Source: an optimization exercise on an open RTL-to-GDS flow (aim: small area, a short achievable clock period and few clock cycles). Production flows keep margins and buffers that such runs may drop. Function was checked by simulation only, so behaviour that the tests miss may differ from the original. Power and IR drop assume default switching activity.

`design.v`:
```
`timescale 1ns / 1ps
`default_nettype none
package poci_pkg;
  localparam int RANK_W           = 6;
  localparam int EXT_W            = RANK_W + 1;
  localparam int CNT_W            = 6;
  localparam int POP_W            = 64;
  localparam int MAX_ELEMENTS_DEF = 32;
  localparam logic [RANK_W-1:0] ELEM_COUNT_RST = 6'd32;
  typedef enum logic [1:0] {
    OP_CLEAR = 2'd0,
    OP_ADD   = 2'd1,
    OP_COUNT = 2'd2,
    OP_NOP   = 2'd3
  } op_e;
  typedef enum logic [3:0] {
    ST_IDLE,
    ST_CLEAR,
    ST_ADD_RA,
    ST_ADD_RB,
    ST_ADD_WB,
    ST_ADD_DEC,
    ST_SCAN,
    ST_CHECK,
    ST_WRITE,
    ST_CNT_RD,
    ST_CNT_WAIT,
    ST_DONE
  } state_e;
  typedef enum logic [2:0] {
    TAG_NONE,
    TAG_A,
    TAG_B,
    TAG_SCAN,
    TAG_WRITE,
    TAG_COUNT
  } tag_e;
  typedef struct packed {
    logic rd_en;
    tag_e rd_tag;
    logic init_scan;
    logic set_conflict;
    logic clear_all;
    logic clear_count;
    logic done;
  } ctl_t;
  typedef struct packed {
    logic present;
    logic cyc;
    logic overlap;
    logic conflict;
  } sts_t;
  function automatic logic [6:0] popcount64(input logic [POP_W-1:0] v);
    logic [POP_W-1:0] x;
    x = v;
    x = (x & 64'h5555_5555_5555_5555) + ((x >> 1)  & 64'h5555_5555_5555_5555);
    x = (x & 64'h3333_3333_3333_3333) + ((x >> 2)  & 64'h3333_3333_3333_3333);
    x = (x & 64'h0f0f_0f0f_0f0f_0f0f) + ((x >> 4)  & 64'h0f0f_0f0f_0f0f_0f0f);
    x = (x & 64'h00ff_00ff_00ff_00ff) + ((x >> 8)  & 64'h00ff_00ff_00ff_00ff);
    x = (x & 64'h0000_ffff_0000_ffff) + ((x >> 16) & 64'h0000_ffff_0000_ffff);
    x = (x & 64'h0000_0000_ffff_ffff) + ((x >> 32) & 64'h0000_0000_ffff_ffff);
    popcount64 = x[6:0];
  endfunction
endpackage
`default_nettype wire
`timescale 1ns / 1ps
`default_nettype none
module poci_ram #(
  parameter int WIDTH = 32,
  parameter int DEPTH = 32
) (
  input  wire logic                     clk_i,
  input  wire logic                     we_i,
  input  wire logic [$clog2(DEPTH)-1:0] waddr_i,
  input  wire logic [WIDTH-1:0]         wdata_i,
  input  wire logic                     re_i,
  input  wire logic [$clog2(DEPTH)-1:0] raddr_i,
  output logic      [WIDTH-1:0]         rdata_o
);
  logic [WIDTH-1:0] mem_q [DEPTH];
  always_ff @(posedge clk_i) begin
    if (we_i) begin
      mem_q[waddr_i] <= wdata_i;
    end
    if (re_i) begin
      rdata_o <= mem_q[raddr_i];
    end
  end
endmodule
`default_nettype wire
`timescale 1ns / 1ps
`default_nettype none
module poci_row_unit #(
  parameter int MAX_ELEMENTS = poci_pkg::MAX_ELEMENTS_DEF,
  parameter int AW = $clog2(MAX_ELEMENTS),
  parameter int NW = $clog2(MAX_ELEMENTS + 1)
) (
  input  wire logic                      clk_i,
  input  wire logic                      rst_ni,
  input  wire poci_pkg::ctl_t            ctl_i,
  input  wire logic [AW-1:0]             rd_addr_i,
  input  wire logic [AW-1:0]             a_idx_i,
  input  wire logic [AW-1:0]             b_idx_i,
  input  wire logic [NW-1:0]             n_i,
  input  wire logic [MAX_ELEMENTS-1:0]   ram_rdata_i,
  output logic                           ram_we_o,
  output logic      [AW-1:0]             ram_waddr_o,
  output logic      [MAX_ELEMENTS-1:0]   ram_wdata_o,
  output poci_pkg::sts_t                 sts_o,
  output logic      [poci_pkg::CNT_W-1:0] count_o
);
  localparam int M = MAX_ELEMENTS;
  logic [M-1:0]        valid_q;
  logic [AW-1:0]       row_idx_q;
  poci_pkg::tag_e      tag_q;
  logic [M-1:0]        up_q, down_q, dacc_q;
  logic                present_q, cyc_q, conflict_q;
  logic [poci_pkg::CNT_W-1:0] count_q;
  logic [M-1:0] mask, abit, bbit, row;
  logic [6:0]   pop;
  always_comb begin
    for (int i = 0; i < M; i++) begin
      mask[i] = (NW'(i) < n_i);
    end
  end
  assign abit = {{(M-1){1'b0}}, 1'b1} << a_idx_i;
  assign bbit = {{(M-1){1'b0}}, 1'b1} << b_idx_i;
  assign row  = valid_q[row_idx_q] ? ram_rdata_i : '0;
  assign pop  = poci_pkg::popcount64(poci_pkg::POP_W'(row & mask));
  assign ram_we_o    = (tag_q == poci_pkg::TAG_WRITE) && up_q[row_idx_q];
  assign ram_waddr_o = row_idx_q;
  assign ram_wdata_o = row | down_q;
  assign sts_o.present  = present_q;
  assign sts_o.cyc      = cyc_q;
  assign sts_o.overlap  = |(dacc_q & up_q);
  assign sts_o.conflict = conflict_q;
  assign count_o        = count_q;
  always_ff @(posedge clk_i or negedge rst_ni) begin
    if (!rst_ni) begin
      valid_q    <= '0;
      tag_q      <= poci_pkg::TAG_NONE;
      conflict_q <= 1'b0;
      count_q    <= '0;
      present_q  <= 1'b0;
      cyc_q      <= 1'b0;
    end else begin
      tag_q <= ctl_i.rd_en ? ctl_i.rd_tag : poci_pkg::TAG_NONE;
      if (ctl_i.clear_all) begin
        valid_q    <= '0;
        conflict_q <= 1'b0;
      end else begin
        if (ram_we_o) begin
          valid_q[row_idx_q] <= 1'b1;
        end
        if (ctl_i.set_conflict) begin
          conflict_q <= 1'b1;
        end
      end
      if (ctl_i.clear_count) begin
        count_q <= '0;
      end else if (tag_q == poci_pkg::TAG_COUNT) begin
        count_q <= pop[poci_pkg::CNT_W-1:0];
      end
      if (tag_q == poci_pkg::TAG_A) begin
        present_q <= row[b_idx_i];
      end
      if (tag_q == poci_pkg::TAG_B) begin
        cyc_q <= row[a_idx_i];
      end
    end
  end
  always_ff @(posedge clk_i) begin
    row_idx_q <= rd_addr_i;
    if (tag_q == poci_pkg::TAG_B) begin
      down_q <= (bbit | row) & mask;
    end
    if (ctl_i.init_scan) begin
      up_q   <= abit;
      dacc_q <= '0;
    end else if (tag_q == poci_pkg::TAG_SCAN) begin
      if ((row & abit) != '0) begin
        up_q[row_idx_q] <= 1'b1;
      end
      if (down_q[row_idx_q]) begin
        dacc_q <= dacc_q | (row & mask);
      end
    end
  end
endmodule
`default_nettype wire
`timescale 1ns / 1ps
`default_nettype none
module poci_seq #(
  parameter int MAX_ELEMENTS = poci_pkg::MAX_ELEMENTS_DEF,
  parameter int AW = $clog2(MAX_ELEMENTS),
  parameter int NW = $clog2(MAX_ELEMENTS + 1)
) (
  input  wire logic                        clk_i,
  input  wire logic                        rst_ni,
  input  wire logic                        start_i,
  input  wire logic [1:0]                  opcode_i,
  input  wire logic [poci_pkg::RANK_W-1:0] first_rank_i,
  input  wire logic [poci_pkg::RANK_W-1:0] second_rank_i,
  input  wire logic [NW-1:0]               n_i,
  input  wire poci_pkg::sts_t              sts_i,
  output logic                             busy_o,
  output poci_pkg::ctl_t                   ctl_o,
  output logic      [AW-1:0]               rd_addr_o,
  output logic      [AW-1:0]               a_idx_o,
  output logic      [AW-1:0]               b_idx_o
);
  poci_pkg::state_e state_q, state_d;
  logic [poci_pkg::RANK_W-1:0] a_q, a_d, b_q, b_d;
  logic [NW-1:0] ptr_q, ptr_d;
  logic [poci_pkg::RANK_W-1:0] a_m1, b_m1;
  logic [poci_pkg::EXT_W-1:0]  n_ext;
  logic a_ok, b_ok, accept;
  poci_pkg::op_e op_in;
  assign op_in  = poci_pkg::op_e'(opcode_i);
  assign accept = start_i && (state_q == poci_pkg::ST_IDLE);
  assign n_ext  = poci_pkg::EXT_W'(n_i);
  assign a_ok   = (first_rank_i != '0)
               && (poci_pkg::EXT_W'(first_rank_i) <= n_ext);
  assign b_ok   = (second_rank_i != '0)
               && (poci_pkg::EXT_W'(second_rank_i) <= n_ext);
  assign a_m1    = a_q - 6'd1;
  assign b_m1    = b_q - 6'd1;
  assign a_idx_o = a_m1[AW-1:0];
  assign b_idx_o = b_m1[AW-1:0];
  assign busy_o  = (state_q != poci_pkg::ST_IDLE);
  always_comb begin
    state_d = state_q;
    a_d     = a_q;
    b_d     = b_q;
    ptr_d   = ptr_q;
    unique case (state_q)
      poci_pkg::ST_IDLE: begin
        if (accept) begin
          a_d = first_rank_i;
          b_d = second_rank_i;
          unique case (op_in)
            poci_pkg::OP_CLEAR: state_d = poci_pkg::ST_CLEAR;
            poci_pkg::OP_ADD: begin
              if (sts_i.conflict || !a_ok || !b_ok) begin
                state_d = poci_pkg::ST_DONE;
              end else begin
                state_d = poci_pkg::ST_ADD_RA;
              end
            end
            poci_pkg::OP_COUNT: begin
              state_d = a_ok ? poci_pkg::ST_CNT_RD : poci_pkg::ST_DONE;
            end
            poci_pkg::OP_NOP: state_d = poci_pkg::ST_DONE;
          endcase
        end
      end
      poci_pkg::ST_CLEAR:  state_d = poci_pkg::ST_DONE;
      poci_pkg::ST_ADD_RA: state_d = poci_pkg::ST_ADD_RB;
      poci_pkg::ST_ADD_RB: state_d = poci_pkg::ST_ADD_WB;
      poci_pkg::ST_ADD_WB: state_d = poci_pkg::ST_ADD_DEC;
      poci_pkg::ST_ADD_DEC: begin
        ptr_d = '0;
        priority if (sts_i.present) begin
          state_d = poci_pkg::ST_DONE;
        end else if ((a_q == b_q) || sts_i.cyc) begin
          state_d = poci_pkg::ST_DONE;
        end else begin
          state_d = poci_pkg::ST_SCAN;
        end
      end
      poci_pkg::ST_SCAN: begin
        ptr_d = ptr_q + 1'b1;
        if (ptr_q == n_i) begin
          state_d = poci_pkg::ST_CHECK;
        end
      end
      poci_pkg::ST_CHECK: begin
        ptr_d   = '0;
        state_d = sts_i.overlap ? poci_pkg::ST_DONE : poci_pkg::ST_WRITE;
      end
      poci_pkg::ST_WRITE: begin
        ptr_d = ptr_q + 1'b1;
        if (ptr_q == n_i) begin
          state_d = poci_pkg::ST_DONE;
        end
      end
      poci_pkg::ST_CNT_RD:   state_d = poci_pkg::ST_CNT_WAIT;
      poci_pkg::ST_CNT_WAIT: state_d = poci_pkg::ST_DONE;
      poci_pkg::ST_DONE:     state_d = poci_pkg::ST_IDLE;
      default:               state_d = poci_pkg::ST_IDLE;
    endcase
  end
  always_comb begin
    ctl_o     = '0;
    ctl_o.rd_tag = poci_pkg::TAG_NONE;
    rd_addr_o = ptr_q[AW-1:0];
    unique case (state_q)
      poci_pkg::ST_IDLE: begin
        ctl_o.clear_count  = accept;
        ctl_o.set_conflict = accept && (op_in == poci_pkg::OP_ADD)
                          && !sts_i.conflict && (!a_ok || !b_ok);
      end
      poci_pkg::ST_CLEAR: ctl_o.clear_all = 1'b1;
      poci_pkg::ST_ADD_RA: begin
        ctl_o.rd_en  = 1'b1;
        ctl_o.rd_tag = poci_pkg::TAG_A;
        rd_addr_o    = a_idx_o;
      end
      poci_pkg::ST_ADD_RB: begin
        ctl_o.rd_en  = 1'b1;
        ctl_o.rd_tag = poci_pkg::TAG_B;
        rd_addr_o    = b_idx_o;
      end
      poci_pkg::ST_ADD_WB: ctl_o.rd_en = 1'b0;
      poci_pkg::ST_ADD_DEC: begin
        ctl_o.init_scan    = 1'b1;
        ctl_o.set_conflict = !sts_i.present && ((a_q == b_q) || sts_i.cyc);
      end
      poci_pkg::ST_SCAN: begin
        ctl_o.rd_en  = (ptr_q < n_i);
        ctl_o.rd_tag = poci_pkg::TAG_SCAN;
      end
      poci_pkg::ST_CHECK: ctl_o.set_conflict = sts_i.overlap;
      poci_pkg::ST_WRITE: begin
        ctl_o.rd_en  = (ptr_q < n_i);
        ctl_o.rd_tag = poci_pkg::TAG_WRITE;
      end
      poci_pkg::ST_CNT_RD: begin
        ctl_o.rd_en  = 1'b1;
        ctl_o.rd_tag = poci_pkg::TAG_COUNT;
        rd_addr_o    = a_idx_o;
      end
      poci_pkg::ST_CNT_WAIT: ctl_o.rd_en = 1'b0;
      poci_pkg::ST_DONE:     ctl_o.done = 1'b1;
      default:               ctl_o.rd_en = 1'b0;
    endcase
  end
  always_ff @(posedge clk_i or negedge rst_ni) begin
    if (!rst_ni) begin
      state_q <= poci_pkg::ST_IDLE;
      ptr_q   <= '0;
    end else begin
      state_q <= state_d;
      ptr_q   <= ptr_d;
    end
  end
  always_ff @(posedge clk_i) begin
    a_q <= a_d;
    b_q <= b_d;
  end
endmodule
`default_nettype wire
`timescale 1ns / 1ps
`default_nettype none
module partial_order_closure_insert #(
  parameter int MAX_ELEMENTS = poci_pkg::MAX_ELEMENTS_DEF
) (
  input  wire logic                        clk_i,
  input  wire logic                        rst_ni,
  input  wire logic                        start,
  output logic                             busy,
  input  wire logic [1:0]                  opcode_i,
  input  wire logic [poci_pkg::RANK_W-1:0] first_rank_i,
  input  wire logic [poci_pkg::RANK_W-1:0] second_rank_i,
  input  wire logic                        element_count_we_i,
  input  wire logic [poci_pkg::RANK_W-1:0] element_count_i,
  output logic                             done_o,
  output logic                             consistent_o,
  output logic      [poci_pkg::CNT_W-1:0]  successor_count_o
);
  localparam int AW = $clog2(MAX_ELEMENTS);
  localparam int NW = $clog2(MAX_ELEMENTS + 1);
  logic [poci_pkg::RANK_W-1:0] elem_count_q;
  logic [NW-1:0]               n_in_use;
  poci_pkg::ctl_t ctl;
  poci_pkg::sts_t sts;
  logic [AW-1:0]           rd_addr, a_idx, b_idx, waddr;
  logic                    we;
  logic [MAX_ELEMENTS-1:0] wdata, rdata;
  always_ff @(posedge clk_i or negedge rst_ni) begin
    if (!rst_ni) begin
      elem_count_q <= poci_pkg::ELEM_COUNT_RST;
    end else if (element_count_we_i) begin
      elem_count_q <= element_count_i;
    end
  end
  always_comb begin
    if (poci_pkg::EXT_W'(elem_count_q) > poci_pkg::EXT_W'(MAX_ELEMENTS)) begin
      n_in_use = NW'(MAX_ELEMENTS);
    end else begin
      n_in_use = NW'(elem_count_q);
    end
  end
  poci_seq #(
    .MAX_ELEMENTS(MAX_ELEMENTS),
    .AW(AW),
    .NW(NW)
  ) u_seq (
    .clk_i        (clk_i),
    .rst_ni       (rst_ni),
    .start_i      (start),
    .opcode_i     (opcode_i),
    .first_rank_i (first_rank_i),
    .second_rank_i(second_rank_i),
    .n_i          (n_in_use),
    .sts_i        (sts),
    .busy_o       (busy),
    .ctl_o        (ctl),
    .rd_addr_o    (rd_addr),
    .a_idx_o      (a_idx),
    .b_idx_o      (b_idx)
  );
  poci_ram #(
    .WIDTH(MAX_ELEMENTS),
    .DEPTH(MAX_ELEMENTS)
  ) u_matrix (
    .clk_i  (clk_i),
    .we_i   (we),
    .waddr_i(waddr),
    .wdata_i(wdata),
    .re_i   (ctl.rd_en),
    .raddr_i(rd_addr),
    .rdata_o(rdata)
  );
  poci_row_unit #(
    .MAX_ELEMENTS(MAX_ELEMENTS),
    .AW(AW),
    .NW(NW)
  ) u_row (
    .clk_i      (clk_i),
    .rst_ni     (rst_ni),
    .ctl_i      (ctl),
    .rd_addr_i  (rd_addr),
    .a_idx_i    (a_idx),
    .b_idx_i    (b_idx),
    .n_i        (n_in_use),
    .ram_rdata_i(rdata),
    .ram_we_o   (we),
    .ram_waddr_o(waddr),
    .ram_wdata_o(wdata),
    .sts_o      (sts),
    .count_o    (successor_count_o)
  );
  assign done_o       = ctl.done;
  assign consistent_o = !sts.conflict;
endmodule
`default_nettype wire
```
`run.sh`:
```
#!/bin/bash
# synth_recipe.tcl (not shown) runs the flow's synth.tcl, then flattens the netlist and writes it again
# the make line also repeats each setting of config.mk as NAME=value (left out here)
make -C /OpenROAD-flow-scripts/flow DESIGN_CONFIG=/design/flow/config.mk WORK_HOME=/design/flow/orfs CLKGATE_MAP_FILE= SYNTH_SCRIPT=/design/flow/synth_recipe.tcl finish
```
`config.mk`:
```
export PLATFORM = sky130hd
export DESIGN_NAME = partial_order_closure_insert
export DESIGN_NICKNAME = partial_order_closure_insert
export VERILOG_FILES = /design/flow/design.v
export SDC_FILE = /design/flow/constraint.sdc
export NUM_CORES = 4
export LEC_CHECK = 0
export CAP_MARGIN = 20
export CORE_MARGIN = 2
export CORE_UTILIZATION = 20
export SLEW_MARGIN = 20
```
`constraint.sdc`:
```
create_clock -name core_clock -period 6.0 [get_ports {clk_i}]
set_input_delay 1.2000 -clock core_clock [delete_from_list [all_inputs] [get_ports {clk_i}]]
set_output_delay 1.2000 -clock core_clock [all_outputs]
set_load 0.01 [all_outputs]
```
==> reports/metrics.csv <==
stage,metric,value,unit
critical_path,critical_path_class,reg -> reg,
power_and_ir_drop,cellPowerDensity,537.6,mW/mm²
worst_hold_path,hold_path_class,reg -> reg,
die,io_pins,33,
grt,grt_usage,10.74,%
critical_path,crit_path_start_kind,flop,
sta,fin_crit_sh,95.14,%
clock_network,htreeDepth,4,
sta,fmax,175.2,MHz
power_and_ir_drop,p_seq_share,33.7,%
sta,setup_violations,0,
cells_and_area,finalNonFillerCells,7212,
grt,first_global_vias,32020,
drt,routed_via_density,4.502,
sta,rsz0062_at_grt,no,
sta,worst_pin_slew,1.159,ns
power_and_ir_drop,p_leak,20.08,nW
grt,overflow,0,
critical_path,cp.arrival,6.31,ns
critical_path,crit_path_top_delay_cell,fa_1,
synthesis,synth_flop_cell,edfxtp_1,
power_and_ir_drop,power_frac_clock,24.0,%
die,initial_core_util,20.15,%
clock_network,root_buffer,clkbuf_16,
critical_path,worstSetupEndpointType,flop,
clock_network,cts_buffers,133,
place,port_buffers,32,
die,coreArea,0.2627,mm²
critical_path,path_cells,buf_4 -> mux2i_1 -> o22ai_1 -> a21oi_1 -> nor4b_2 -> a31oi_4 -> buf_4 -> clkbuf_16 -> and3_1 -> ha_1 -> ha_1 -> fa_1 -> inv_1 -> fa_1 -> fa_1 -> inv_1 -> fa_1 -> a21o_1 -> a21oi_1 -> xor2_1 -> nor2_1 -> a21oi_1 -> nor2_1,
run_status,status,finished clean,
synthesis,synth_edf_count,1132,
clock_network,clock_latency,0.78,ns
sta,setup_ws,0.2918,ns
job,cap_violations,0,
die,rows,188,
clock_network,clock_sink_count,1229,
drt,ant_nets,0,
synthesis,yosysWarnings,4,
clock_network,tritoncts,yes,
sta,hold_viol_final,0,
sta,fin_tns_setup,0,ns
drt,vias,32470,
sta,drv_slew,0,
synthesis,syn_area,0.05295,mm²
synthesis,syn_avg_cell_area,15.05,µm²
cells_and_area,nets,3709,
clock_network,clockBufferDepth,3,
sta,min_period,5.708,ns
synthesis,yosysSeqAreaShare,68.44,%
grt,antenna_found_initial,2,
drt,drc,0,
place,place_inst,6968,
critical_path,crit_required,6.60,ns
place,gp_congestion,0.9099,
grt,grt_pass1_wl,219800,µm
critical_path,crit_top_cell,fa_1,
critical_path,max_stage_delay,0.55,ns
die,die_y,518.5,µm
place,dpl_worst_slack,0.2627,ns
power_and_ir_drop,combPwrFrac,42.3,%
power_and_ir_drop,sw_frac_of_total,39.29,%
critical_path,worst-path-max-fanout,29,
drt,drt-wirelength-per-cell,20.83,µm
synthesis,ys_async_sr_fraction,4.882,%
grt,grt_max_degree,79,
synthesis,ys_seq_elements,1229,
synthesis,ys_types,72,
drt,drt-total-wl,150200,µm
power_and_ir_drop,p_sw,13.22,mW
cells_and_area,syn_to_final_growth,18.21,%
power_and_ir_drop,ir_drop,0.0003986,V
sta,finClkSkew,0.04594,ns
drt,drt_iter0_drc,3746,
place,place.detailed.hpwl,91070,µm
clock_network,clk_pin_slew,0.06,ns
drt,firstDrtPassIters,5,
sta,relSlewSlack,22.75,%
sta,fin_hold_ws,0.4886,ns
cells_and_area,drive_gt1_share,17.43,%
synthesis,synth_nets,3638,
die,die_w,518.5,µm
power_and_ir_drop,p_int,20.43,mW
synthesis,synthCells,3519,
die,die_area,0.2689,mm²
==> what timing repair did <==
item,4_1_cts,5_1_grt
resized for setup,0,2
buffers inserted,0,1
hold buffers,0,0
endpoints found under the setup margin,0,2
==> state kept, by name, summed over array words and instances (netlist names) <==
name	flops
u_seq.a_q	6
u_row.cyc_q	1
u_row.tag_q	3
u_seq.state_q	4
u_seq.b_q	6
u_row.dacc_q	32
u_row.present_q	1
elem_count_q	6
u_row.up_q	32
u_row.count_q	6
u_row.down_q	32
u_seq.ptr_q	6
u_matrix.mem_q	1024
u_matrix.rdata_o	32
u_row.conflict_q	1
u_row.row_idx_q	5
u_row.valid_q	32
==> critical path: cells and delay by family (launching register included) <==
family	cells	cell delay, ns
flip-flops	1	0.33
XOR/XNOR	1	0.18
adder cells (fa/ha/maj)	6	2.51
AO/OA/AOI/OAI	6	0.83
AND/OR/NAND/NOR	4	0.65
multiplexers	1	0.23
buffers and inverters	5	0.79
==> routing by layer <==
metal | part of all wire, % | vias up | global-route usage [%]
li1 | - | 13990 | -
met1 | 43 | 16870 | 14.75
met2 | 47 | 1365 | 16.98
met3 | 7.5 | 241 | 2.092
met4 | 2.7 | 0 | 3.353
met5 | 0 | - | 0
==> cell usage after synthesis, types with 21 or more instances <==
master | count | share of area [%]
inv_1 | 121 | 0.86
o211ai_1 | 187 | 2.7
nand2_1 | 338 | 2.4
edfxtp_1 | 1132 | 64
mux2_2 | 67 | 1.4
clkbuf_1 | 126 | 0.89
a21o_1 | 27 | 0.38
nor2_1 | 174 | 1.2
buf_1 | 21 | 0.15
and4_1 | 33 | 0.55
dfrtp_1 | 59 | 2.8
a41oi_1 | 33 | 0.55
a22oi_1 | 48 | 0.68
buf_2 | 73 | 0.69
a32oi_1 | 39 | 0.65
nand3_1 | 48 | 0.45
mux4_2 | 165 | 7.0
o22ai_1 | 45 | 0.53
o2111ai_1 | 32 | 0.53
mux2i_1 | 22 | 0.42
ha_1 | 80 | 1.9
o21ai_0 | 39 | 0.37
a31oi_1 | 74 | 0.87
nor2b_1 | 21 | 0.25
nand2b_1 | 40 | 0.47
dfxtp_1 | 37 | 1.4
a21oi_1 | 214 | 2.0
==> logic make-up after synthesis <==
group	count (synthesis)	synth area share, %
AOI/OAI and AO/OA	799	10.28
xor gates and xnor gates	31	0.5270
adders and majority gates	95	2.458
buffers and inverters	365	2.959
DFF	1229	68.44
muxes	254	8.859
and+or+nand+nor	746	6.480
==> power by group through the flow <==
stage                     Clock [mW]  Sequential, mW  Combinational (mW)
after floorplan                    0            11.1                9.50
after global placement             0            11.5                14.0
after detailed placement           0            11.5                14.1
after CTS                       8.20            11.3                14.2
after global routing            8.52            11.3                15.3
final                           8.07            11.3                14.2
==> placed cells by master, fill, tap and decap left out, types with 11 or more instances in the layout <==
master,n
nand2b_2,12
clkbuf_1,36
and4_1,33
nor2_1,141
dfrtp_1,59
nor2_4,35
xnor2_1,17
clkinv_1,21
a31oi_1,72
nand2_1,338
a32oi_1,39
o22ai_1,45
ha_1,80
a41oi_1,32
a22oi_1,48
mux4_2,165
edfxtp_1,1132
nand2b_1,28
a21oi_1,214
buf_12,16
mux2_2,67
nand3_1,48
mux2i_1,22
nor3_1,16
o211ai_1,187
buf_4,129
clkinv_2,23
xor2_1,13
clkbuf_16,134
a21o_1,25
o2111ai_1,32
and3_1,11
o21ai_0,39
dfxtp_1,35
clkdlybuf4s50_1,31
nor2b_1,20
fa_1,15
inv_1,120
==> worst paths after layout <==
kind                            slack (ns)          endpoint  depth (start not counted)               start
worst max-delay path                  0.29  u_row.count_q[4]                         23  u_row.row_idx_q[1]
worst min-delay path                  0.49  u_row.dacc_q[20]                          2    u_row.dacc_q[20]
worst max register to register        0.29  u_row.count_q[4]                         23  u_row.row_idx_q[1]
worst min register to register        0.49  u_row.dacc_q[20]                          2    u_row.dacc_q[20]
max in group asynchronous             4.77  u_row.valid_q[7]                          2              rst_ni
min in group asynchronous             0.59  u_row.count_q[1]                          2              rst_ni
==> layout make-up <==
cell class / count / area [µm²]
Fill cell: 27110 / 200200
Inverter: 123 / 471.7
Tap cell: 3515 / 4398
Clock buffer: 170 / 3477
Timing Repair Buffer: 178 / 1629
Clock inverter: 70 / 807.0
Antenna cell: 2 / 5.005
Sequential cell: 1229 / 36240
Multi-Input combinational cell: 1925 / 15560
==> per-stage QoR <==
step	util, %	instance area, µm²	power (mW)
after CTS	23.80	62530	33.69
after detailed placement	22.17	58240	25.62
after global routing	23.82	62590	35.15
final	23.82	62590	33.65
after global placement	22.16	58230	25.45
after floorplan	-	52950	20.56
Testbench counts, summed over its fixed seeds: cycles 118,529.

==> static timing again, ports no longer ideal <==
Ports are ideal in the flow. The routed layout listed here was re-timed in OpenROAD. Step 1 assumes that a clkbuf_16 drives the clock port and a buf_2 every other input. Step 2 also shifts input and output timing later by t, the mid clock arrival at the registers, as if the neighbouring blocks saw the same clock. a / b / c = ideal ports / drivers / drivers and shift; a / b = the first two.
t (ns): 0.849
setup slack, ns: 0.292 / 0.292 / 0.292
worst register clock-pin slew, ns: 0.07 / 0.07
worst data-port slew with drivers (ns): 0.05
cell pins on the clock port's net: 1
After both steps this run still meets setup and hold. The setup slack of this run moves by 0.000 ns with the drivers and by 0.000 ns with both steps.
